Context: an optimization exercise on an open-source flow, tuned for small area, a short achievable clock period and few clock cycles. The choices shown serve that exercise and are no tape-out recipe. RTL that was checked went through simulation tests only; none was proved equivalent to the original.

Setup of willow:
## signed_int_to_decimal_ascii_top
module signed_int_to_decimal_ascii_top #(
  parameter int unsigned VALUE_BITS = sitda_pkg::VALUE_BITS_DEF
) (
  input  logic                         clk_i,
  input  logic                         rst_ni,
  input  logic                         in_valid_i,
  output logic                         in_ready_o,
  input  logic signed [VALUE_BITS-1:0] value_i,
  output logic                         out_valid_o,
  input  logic                         out_ready_i,
  output logic [sitda_pkg::CHAR_W-1:0] char_code_o,
  output logic                         last_char_o
);
export LEC_CHECK = 0
export ABC_AREA = 1
export CAP_MARGIN = 20
export CORE_MARGIN = 2
export CORE_UTILIZATION = 40
export SETUP_SLACK_MARGIN = 2.0
export SLEW_MARGIN = 20
export TNS_END_PERCENT = 100
create_clock -name core_clock -period 4.5 [get_ports {clk_i}]
run.sh (not shown) runs the stock make flow with config.mk's settings and CLKGATE_MAP_FILE= SYNTH_SCRIPT=/design/flow/synth_recipe.tcl, a recipe that flattens the netlist after the stock synthesis.
diff inputs: willow => lagoon
- changing CORE_UTILIZATION from 40 to 65
==> run notes <==
Compared with willow, lagoon shows a higher fraction of the cycle the final worst path needs. Re minimum setup slack after placement: lagoon and willow aren't equal, and the higher value belongs to lagoon. lagoon vs. willow: final core utilization went up 29 points, critical path depth held.
The following lists how violet was set up differently from lagoon:
- removing TNS_END_PERCENT (formerly 100)
- changing CORE_UTILIZATION from 65 to 40
Results
- Going from lagoon to violet, the actual transition at the worst max-transition pin was found to have gone down by 0.051 ns.
- What violet reported for number of standard cells in the layout, taps in and fillers out has to be multiplied by 0.943 to get the figure for lagoon.
- Comparing lagoon with violet, the clock-pin transition on the worst setup and hold timing paths came out essentially unchanged.
- Summary — worst stage delay on the critical path, violet relative to lagoon: higher, by 0.02 ns.
- The setup slack of the critical path after layout in violet sits 0.065 ns above the value recorded for lagoon.
- [compare] base=lagoon new=violet: number of buffers outside the clock class in the layout down 16%.
Input changes introduced in fjord (baseline for comparison: violet):
- SETUP_SLACK_MARGIN no longer set, was 2.0
### Flow results
Summary — worst hold slack, fjord relative to violet: higher, by 0.011 ns. Between fjord and violet, the global-route wire length before repair does not differ in any meaningful way. On setup skew after layout, the lower figure sits with violet, not fjord.
No functional check of the RTL was part of any run of this note.

---

Setup of zinc:
Another version of the RTL of signed_int_to_decimal_ascii_top (not shown whole).
Size in the first run: roughly 1100 cells after synthesis, ~47 I/O pins, ~8400 um2 of cells after synthesis.
export LEC_CHECK = 0
export ABC_AREA = 1
export CAP_MARGIN = 20
export CORE_MARGIN = 2
export CORE_UTILIZATION = 40
export CTS_BUF_LIST = sky130_fd_sc_hd__clkbuf_4 sky130_fd_sc_hd__clkbuf_8
export CTS_CLUSTER_SIZE = 40
export SETUP_SLACK_MARGIN = 2.0
export SLEW_MARGIN = 20
create_clock -name core_clock -period 4.5 [get_ports {clk_i}]
standard.sh (not shown) runs the stock make flow with config.mk's settings and CLKGATE_MAP_FILE= SYNTH_SCRIPT=/design/flow/synth_recipe.tcl, a recipe that flattens the netlist after the stock synthesis.
==> flow/flow/run.sh <==
#!/bin/bash
# The standard layout, with buf_1 cells as the port buffers instead of the default choice.
# Each step's full output goes to a log file of its own in this folder.
set -euo pipefail
bash standard.sh synth > synth.log 2>&1
bash standard.sh "BUFFER_PORTS_ARGS=-buffer_cell sky130_fd_sc_hd__buf_1" finish > layout.log 2>&1
Testbench counts of zinc, summed over its fixed seeds: cycles 75,110.
Here is what was changed in the inputs of yarrow compared with zinc.
# zinc
export LEC_CHECK = 0
export ABC_AREA = 1
export CAP_MARGIN = 20
export CORE_MARGIN = 2
export CORE_UTILIZATION = 40
export CTS_BUF_LIST = sky130_fd_sc_hd__clkbuf_4 sky130_fd_sc_hd__clkbuf_8
export CTS_CLUSTER_SIZE = 40
export SETUP_SLACK_MARGIN = 2.0
export SLEW_MARGIN = 20
create_clock -name core_clock -period 4.5 [get_ports {clk_i}]
# yarrow
export LEC_CHECK = 0
export ABC_AREA = 1
export CAP_MARGIN = 20
export CORE_MARGIN = 2
export CORE_UTILIZATION = 40
export SETUP_SLACK_MARGIN = 2.0
export SLEW_MARGIN = 20
create_clock -name core_clock -period 4.5 [get_ports {clk_i}]
Findings:
- | area fraction of clock buffers and clock inverters | lower: zinc |
- Diff zinc -> yarrow: cell count held, end-of-flow core utilization now sits higher.
Edits applied to the flow inputs when going from yarrow to cedar:
# yarrow
export LEC_CHECK = 0
export ABC_AREA = 1
export CAP_MARGIN = 20
export CORE_MARGIN = 2
export CORE_UTILIZATION = 40
export SETUP_SLACK_MARGIN = 2.0
export SLEW_MARGIN = 20
create_clock -name core_clock -period 4.5 [get_ports {clk_i}]
# cedar
export LEC_CHECK = 0
export ABC_AREA = 1
export CAP_MARGIN = 20
export CORE_MARGIN = 2
export CORE_UTILIZATION = 40
export CTS_BUF_LIST = sky130_fd_sc_hd__clkbuf_4 sky130_fd_sc_hd__clkbuf_8
export PLACE_DENSITY = 0.5
export SETUP_SLACK_MARGIN = 2.0
export SLEW_MARGIN = 20
create_clock -name core_clock -period 4.5 [get_ports {clk_i}]
==> run notes <==
cedar: no failed stages, no open violations at the end. Delta (cedar minus yarrow): layout-stage area growth over the synthesis result saw a decrease, wire length of the first global-routing pass up about 6.5%, number of fill cells saw an increase. Of cedar and yarrow, the lower first-iteration DRC count belongs to yarrow. Diff yarrow -> cedar | wire length | up by a little under 10%.
diff inputs: cedar => ember
# cedar
export LEC_CHECK = 0
export ABC_AREA = 1
export CAP_MARGIN = 20
export CORE_MARGIN = 2
export CORE_UTILIZATION = 40
export CTS_BUF_LIST = sky130_fd_sc_hd__clkbuf_4 sky130_fd_sc_hd__clkbuf_8
export PLACE_DENSITY = 0.5
export SETUP_SLACK_MARGIN = 2.0
export SLEW_MARGIN = 20
create_clock -name core_clock -period 4.5 [get_ports {clk_i}]
# ember
export LEC_CHECK = 0
export ABC_AREA = 1
export CAP_MARGIN = 20
export CORE_MARGIN = 2
export CORE_UTILIZATION = 40
export CTS_BUF_LIST = sky130_fd_sc_hd__clkbuf_4 sky130_fd_sc_hd__clkbuf_8
export CTS_CLUSTER_DIAMETER = 250
export CTS_CLUSTER_SIZE = 30
export SETUP_SLACK_MARGIN = 2.0
export SLEW_MARGIN = 20
create_clock -name core_clock -period 4.5 [get_ports {clk_i}]
## What came out
Clock-buffer cell count for ember is higher than for cedar. ember and cedar ended up with roughly the same post-synthesis to final-layout area growth. ember vs. cedar: register share of the cell area held. Changes observed in ember relative to cedar: via count increased 45. Ratio of routed vias to standard cells grows slightly when moving from cedar to ember.

---

== run 1 ==
Starting RTL as in the previous note.
==> flow/config.mk <==
export PLATFORM = sky130hd
export DESIGN_NAME = signed_int_to_decimal_ascii_top
export DESIGN_NICKNAME = signed_int_to_decimal_ascii_top
export VERILOG_FILES = /design/flow/design.v
export SDC_FILE = /design/flow/constraint.sdc
export NUM_CORES = 4
export LEC_CHECK = 0
export ABC_AREA = 1
export CAP_MARGIN = 20
export CORE_MARGIN = 2
export CORE_UTILIZATION = 40
export CTS_BUF_LIST = sky130_fd_sc_hd__clkbuf_4
export CTS_CLUSTER_SIZE = 25
export SETUP_SLACK_MARGIN = 2.0
export SLEW_MARGIN = 20
==> flow/constraint.sdc <==
create_clock -name core_clock -period 4.5 [get_ports {clk_i}]
set_input_delay 0.9000 -clock core_clock [delete_from_list [all_inputs] [get_ports {clk_i}]]
set_output_delay 0.9000 -clock core_clock [all_outputs]
set_load 0.01 [all_outputs]
Scripts as last shown in full above: flow/flow/run.sh
Testbench counts of run 1, summed over its fixed seeds: cycles 75,110.
Edits applied to the flow inputs when going from run 1 to run 2:
- CTS_CLUSTER_SIZE: 25 -> unset
- CTS_BUF_LIST: sky130_fd_sc_hd__clkbuf_4 -> unset
==> flow/run.sh (new file) <==
#!/bin/bash
# synth_recipe.tcl (not shown) runs the flow's synth.tcl, then flattens the netlist and writes it again
# the make line also repeats each setting of config.mk as NAME=value (left out here)
make -C /OpenROAD-flow-scripts/flow DESIGN_CONFIG=/design/flow/config.mk WORK_HOME=/design/flow/orfs CLKGATE_MAP_FILE= SYNTH_SCRIPT=/design/flow/synth_recipe.tcl finish
removed: flow/flow/run.sh
removed: flow/standard.sh
==> comparison <==
The wire length on met3 in run 2 was higher than what run 1 gave.
Of run 2 and run 1, the run reporting the higher routed wire length was run 2.
Run 2 vs run 1 on total number of cells along the worst setup path: run 2 is the lower one.
#### Input delta (run 3 over run 2)
- changing SETUP_SLACK_MARGIN from 2.0 to 1.9
- setting CTS_BUF_LIST to sky130_fd_sc_hd__clkbuf_4 sky130_fd_sc_hd__clkbuf_8 for the first time
==> flow/flow/run.sh (new file) <==
#!/bin/bash
# The standard layout, with buf_1 cells as the port buffers instead of the default choice.
# Each step's full output goes to a log file of its own in this folder.
set -euo pipefail
bash standard.sh synth > synth.log 2>&1
bash standard.sh "BUFFER_PORTS_ARGS=-buffer_cell sky130_fd_sc_hd__buf_1" finish > layout.log 2>&1
==> flow/standard.sh (new file) <==
#!/bin/bash
# synth_recipe.tcl (not shown) runs the flow's synth.tcl, then flattens the netlist and writes it again
# the make line also repeats each setting of config.mk as NAME=value (left out here)
make -C /OpenROAD-flow-scripts/flow DESIGN_CONFIG=/design/flow/config.mk WORK_HOME=/design/flow/orfs CLKGATE_MAP_FILE= SYNTH_SCRIPT=/design/flow/synth_recipe.tcl "${@:-finish}"
removed: flow/run.sh
## What came out
- Compare run 2 and run 3 | final worst-path cycle share higher: run 3
- In run 3 the global-route met2 utilization turned out 0.16 points lower than in run 2.
- Diff run 2 -> run 3: final net count down 0.72%; count of clock-buffer cells in the layout climbed 1; final critical-path required period went up; global-route usage went down by 0.17 points.
- Global routing met1 resource utilization of run 3 is on par with run 2.
- Side by side, register-to-register setup slack turned out lower in run 3 than in run 2.
## Diff of input files: run 4 against run 3
- clearing CTS_BUF_LIST, which used to be sky130_fd_sc_hd__clkbuf_4 sky130_fd_sc_hd__clkbuf_8
- swapping 1.9 for 2.0 in SETUP_SLACK_MARGIN
==> flow/flow/run.sh <==
#!/bin/bash
# Layout flow: the standard flow, with two changes.
#  - Synthesis runs the standard synthesis script with one change: ABC maps the
#    combinational logic with its default script and a 2.5 ns delay target (flow/synth.tcl).
#    Registers are mapped before ABC runs, so they are the standard synthesis's registers.
#  - Port buffers are buf_1 cells instead of the default choice.
# Each step's full output goes to a log file of its own in this folder.
set -euo pipefail
make -C "$FLOW_HOME" DESIGN_CONFIG="$PWD/config.mk" WORK_HOME="$PWD/orfs" CLKGATE_MAP_FILE= \
  SYNTH_SCRIPT="$PWD/flow/synth.tcl" synth > synth.log 2>&1
bash standard.sh "BUFFER_PORTS_ARGS=-buffer_cell sky130_fd_sc_hd__buf_1" finish > layout.log 2>&1
==> flow/flow/synth.tcl (new file) <==
proc synth {args} { yosys synth -nofsm -noshare {*}$args }
# Technology mapping of the combinational logic with ABC's default script and a delay target
# in picoseconds; everything else is the standard synthesis.
proc abc {args} {
  set keep {}
  set skip 0
  foreach a $args {
    if {$skip} { set skip 0; continue }
    if {$a eq "-script" || $a eq "-D"} { set skip 1; continue }
    lappend keep $a
  }
  yosys abc {*}$keep -D 2500
}
source $::env(SCRIPTS_DIR)/synth.tcl
# left out here: clear keep_hierarchy, flatten, clean up, hide names made inside functions, write 1_2_yosys.v
Notes after the runs:
Run 4 vs run 3 on critical path required time: run 4 is the higher one. Of run 3 and run 4, run 3 shows the lower first-iteration DRC count, with run 4 above it. Run 4: count of non-filler cells in the finished layout 318 below run 3. Comparing area overhead of the layout relative to synthesis for run 3 and run 4, the smaller number came from run 3.
Edits applied to the flow inputs when going from run 4 to run 5:
- swapping 2.0 for 2.2 in SETUP_SLACK_MARGIN
==> flow/flow/run.sh <==
#!/bin/bash
# The standard layout, with buf_1 cells as the port buffers instead of the default choice.
# Each step's full output goes to a log file of its own in this folder.
set -euo pipefail
bash standard.sh synth > synth.log 2>&1
bash standard.sh "BUFFER_PORTS_ARGS=-buffer_cell sky130_fd_sc_hd__buf_1" finish > layout.log 2>&1
removed: flow/flow/synth.tcl
Findings:
Simple-gate share of the synthesized area (higher): run 5
[compare] base=run 4 new=run 5: multi-input logic area went down by 5.3%.
The die used by run 5 is larger than the one used by run 4.
Area share of buffers outside the clock network (higher): run 4
Compared with run 4, run 5 shows a lower aggregate global-route resource usage.
From run 4 to run 5 the numbers moved as follows: number of detailed-route iterations in the first pass has increased; final instance count without filler cells has increased; worst setup slack has increased; number of global-route vias before repair has increased.

---

Starting RTL as in the previous note.
export LEC_CHECK = 0
export ABC_AREA = 1
export CAP_MARGIN = 10
export CORE_MARGIN = 2
export CORE_UTILIZATION = 40
export CTS_BUF_LIST = sky130_fd_sc_hd__clkbuf_4 sky130_fd_sc_hd__clkbuf_8
export SETUP_SLACK_MARGIN = 2.0
export SLEW_MARGIN = 10
create_clock -name core_clock -period 4.5 [get_ports {clk_i}]
==> flow/flow/run.sh <==
#!/bin/bash
# The standard layout, with buf_1 cells as the port buffers instead of the default choice.
# Each step's full output goes to a log file of its own in this folder.
set -euo pipefail
bash standard.sh synth > synth.log 2>&1
bash standard.sh "BUFFER_PORTS_ARGS=-buffer_cell sky130_fd_sc_hd__buf_1" finish > layout.log 2>&1
The baseline ran to the end with no violations.
Testbench counts at the start, summed over its fixed seeds: cycles 75,110.
Change:
CAP_MARGIN = 20   (was 10)
CTS_BUF_LIST = sky130_fd_sc_hd__clkbuf_8   (was sky130_fd_sc_hd__clkbuf_4 sky130_fd_sc_hd__clkbuf_8)
SLEW_MARGIN = 20   (was 10)
After rerunning: The new run completed without violations. Design area hardly moves. Count of clock-buffer cells in the layout fell by 2. Worst setup slack got worse by 5.8 ps.

---

## old
signed_int_to_decimal_ascii_top, a different RTL version from the one above (not shown whole).
For scale: ~1200 cells after synthesis, roughly 47 I/O pins, roughly 8300 sq um of cells after synthesis.
Design signed_int_to_decimal_ascii_top, start of the top module:
module signed_int_to_decimal_ascii_top #(
  parameter int unsigned VALUE_BITS = sitda_pkg::VALUE_BITS_DEF
) (
  input  logic                         clk_i,
  input  logic                         rst_ni,
  input  logic                         in_valid_i,
  output logic                         in_ready_o,
  input  logic signed [VALUE_BITS-1:0] value_i,
  output logic                         out_valid_o,
  input  logic                         out_ready_i,
  output logic [sitda_pkg::CHAR_W-1:0] char_code_o,
  output logic                         last_char_o
);
  localparam int unsigned BcdW = sitda_pkg::BCD_W;
  localparam int unsigned PartW = 33;
  typedef struct packed {
    logic [3:0] n;
    logic       first;
    logic       last;
    logic       neg;
  } nib_t;
  typedef struct packed {
    logic       minus;
    logic [3:0] dig;
    logic       last;
  } och_t;
  logic            f_act_q;   
  logic [7:0]      fptr_q;    
  logic            h_v_q;     
  nib_t            h_q;
  logic            t_v_q;     
  nib_t            t_q;
  logic            cneg_q;    
  logic            czero_q;   
  logic            esingle_q;  
  logic            elast_q;   
  logic [PartW-1:0] bcd_q;
  logic            ebusy_q;
  logic            efirst_q;  
  logic            enegp_q;   
  logic            einc_q;    
  logic [9:0]      p1h_q;     
  logic [BcdW-1:0] dig_q;
  logic            o0_v_q;    
  och_t            o0_q;
  logic        neg;
  logic [31:0] u;
  logic [7:0]  flag;          
  logic [7:0]  first1h;       
  logic [7:0]  sel;
  nib_t        fnib;
  assign neg = value_i[VALUE_BITS-1];
  assign u   = value_i ^ {32{neg}};
  always_comb begin
    flag[0] = 1'b0;
    flag[1] = 1'b1;
    for (int j = 2; j < 8; j++) begin
      flag[j] = |u[4*j +: 4];
    end
  ...
==> flow/config.mk <==
export PLATFORM = sky130hd
export DESIGN_NAME = signed_int_to_decimal_ascii_top
export DESIGN_NICKNAME = signed_int_to_decimal_ascii_top
export VERILOG_FILES = /design/flow/design.v
export SDC_FILE = /design/flow/constraint.sdc
export NUM_CORES = 4
export LEC_CHECK = 0
export ABC_AREA = 1
export CAP_MARGIN = 20
export CORE_MARGIN = 2
export CORE_UTILIZATION = 40
export SETUP_SLACK_MARGIN = 2.0
export SLEW_MARGIN = 20
==> flow/constraint.sdc <==
create_clock -name core_clock -period 4.5 [get_ports {clk_i}]
set_input_delay 0.9000 -clock core_clock [delete_from_list [all_inputs] [get_ports {clk_i}]]
set_output_delay 0.9000 -clock core_clock [all_outputs]
set_load 0.01 [all_outputs]
Scripts as last shown in full above: flow/flow/run.sh
### old -> new
# old
export LEC_CHECK = 0
export ABC_AREA = 1
export CAP_MARGIN = 20
export CORE_MARGIN = 2
export CORE_UTILIZATION = 40
export SETUP_SLACK_MARGIN = 2.0
export SLEW_MARGIN = 20
create_clock -name core_clock -period 4.5 [get_ports {clk_i}]
# new
export LEC_CHECK = 0
export ABC_AREA = 1
export CAP_MARGIN = 20
export CORE_MARGIN = 2
export CORE_UTILIZATION = 40
export CTS_BUF_LIST = sky130_fd_sc_hd__clkbuf_4 sky130_fd_sc_hd__clkbuf_8
export SETUP_SLACK_MARGIN = 2.0
export SLEW_MARGIN = 20
create_clock -name core_clock -period 4.5 [get_ports {clk_i}]
Notes after the runs:
- Relative to old, utilization has gone down in new.
- old and new ended up with nearly the same average detailed-routed wire length per instance.
- Layout overhead on the synthesized area: new vs old down 3.0 points
No run of this note included a check of the RTL's function; only the layout flow was run.

[what the ideal ports hide]
The results above use ideal ports. As a check the final layouts listed here were re-extracted and re-timed, cells and wires unchanged.
Step 1, drivers: a clkbuf_16 drives clk_i and a buf_2 each remaining input, both assumed.
Step 2 adds t to the input delays and takes it off the output delays; t is the mean of the earliest and latest rising clock arrival at the registers after step 1. Input paths then give back, and output paths get back, about the clock's delay inside the block.
Three values: ideal ports, drivers, drivers and shift; two values: the first two.
run | t (ns) | slack for setup (ns) | worst slew at a driven data input, ns | pins driven straight from the clock port
willow | 0.452 | 1.567 / 1.560 / 1.108 | 0.06 | 1
lagoon | 0.464 | 1.502 / 1.511 / 1.047 | 0.05 | 1
violet | 0.452 | 1.567 / 1.560 / 1.108 | 0.06 | 1
fjord | 0.449 | 0.893 / 0.911 / 0.462 | 0.03 | 1
zinc | 0.480 | 2.072 / 2.033 / 1.655 | 0.04 | 1
yarrow | 0.465 | 2.103 / 2.054 / 1.676 | 0.05 | 1
cedar | 0.484 | 2.100 / 2.059 / 1.648 | 0.05 | 1
ember | 0.480 | 2.072 / 2.033 / 1.655 | 0.04 | 1
run 1 | 0.565 | 1.973 / 1.935 / 1.537 | 0.04 | 1
run 2 | 0.460 | 2.080 / 2.034 / 1.665 | 0.05 | 1
run 3 | 0.474 | 2.040 / 1.997 / 1.629 | 0.04 | 1
run 4 | 0.459 | 1.316 / 1.316 / 0.997 | 0.20 | 1
run 5 | 0.466 | 2.126 / 2.078 / 1.765 | 0.13 | 1
the first run of note 4 | 0.479 | 2.073 / 2.034 / 1.656 | 0.04 | 1
the second run of note 4 | 0.480 | 2.067 / 2.028 / 1.656 | 0.04 | 1
old | 0.462 | 2.015 / 2.015 / 1.656 | 0.04 | 1
new | 0.483 | 2.037 / 1.996 / 1.616 | 0.04 | 1
After both steps every run listed still meets setup and hold.
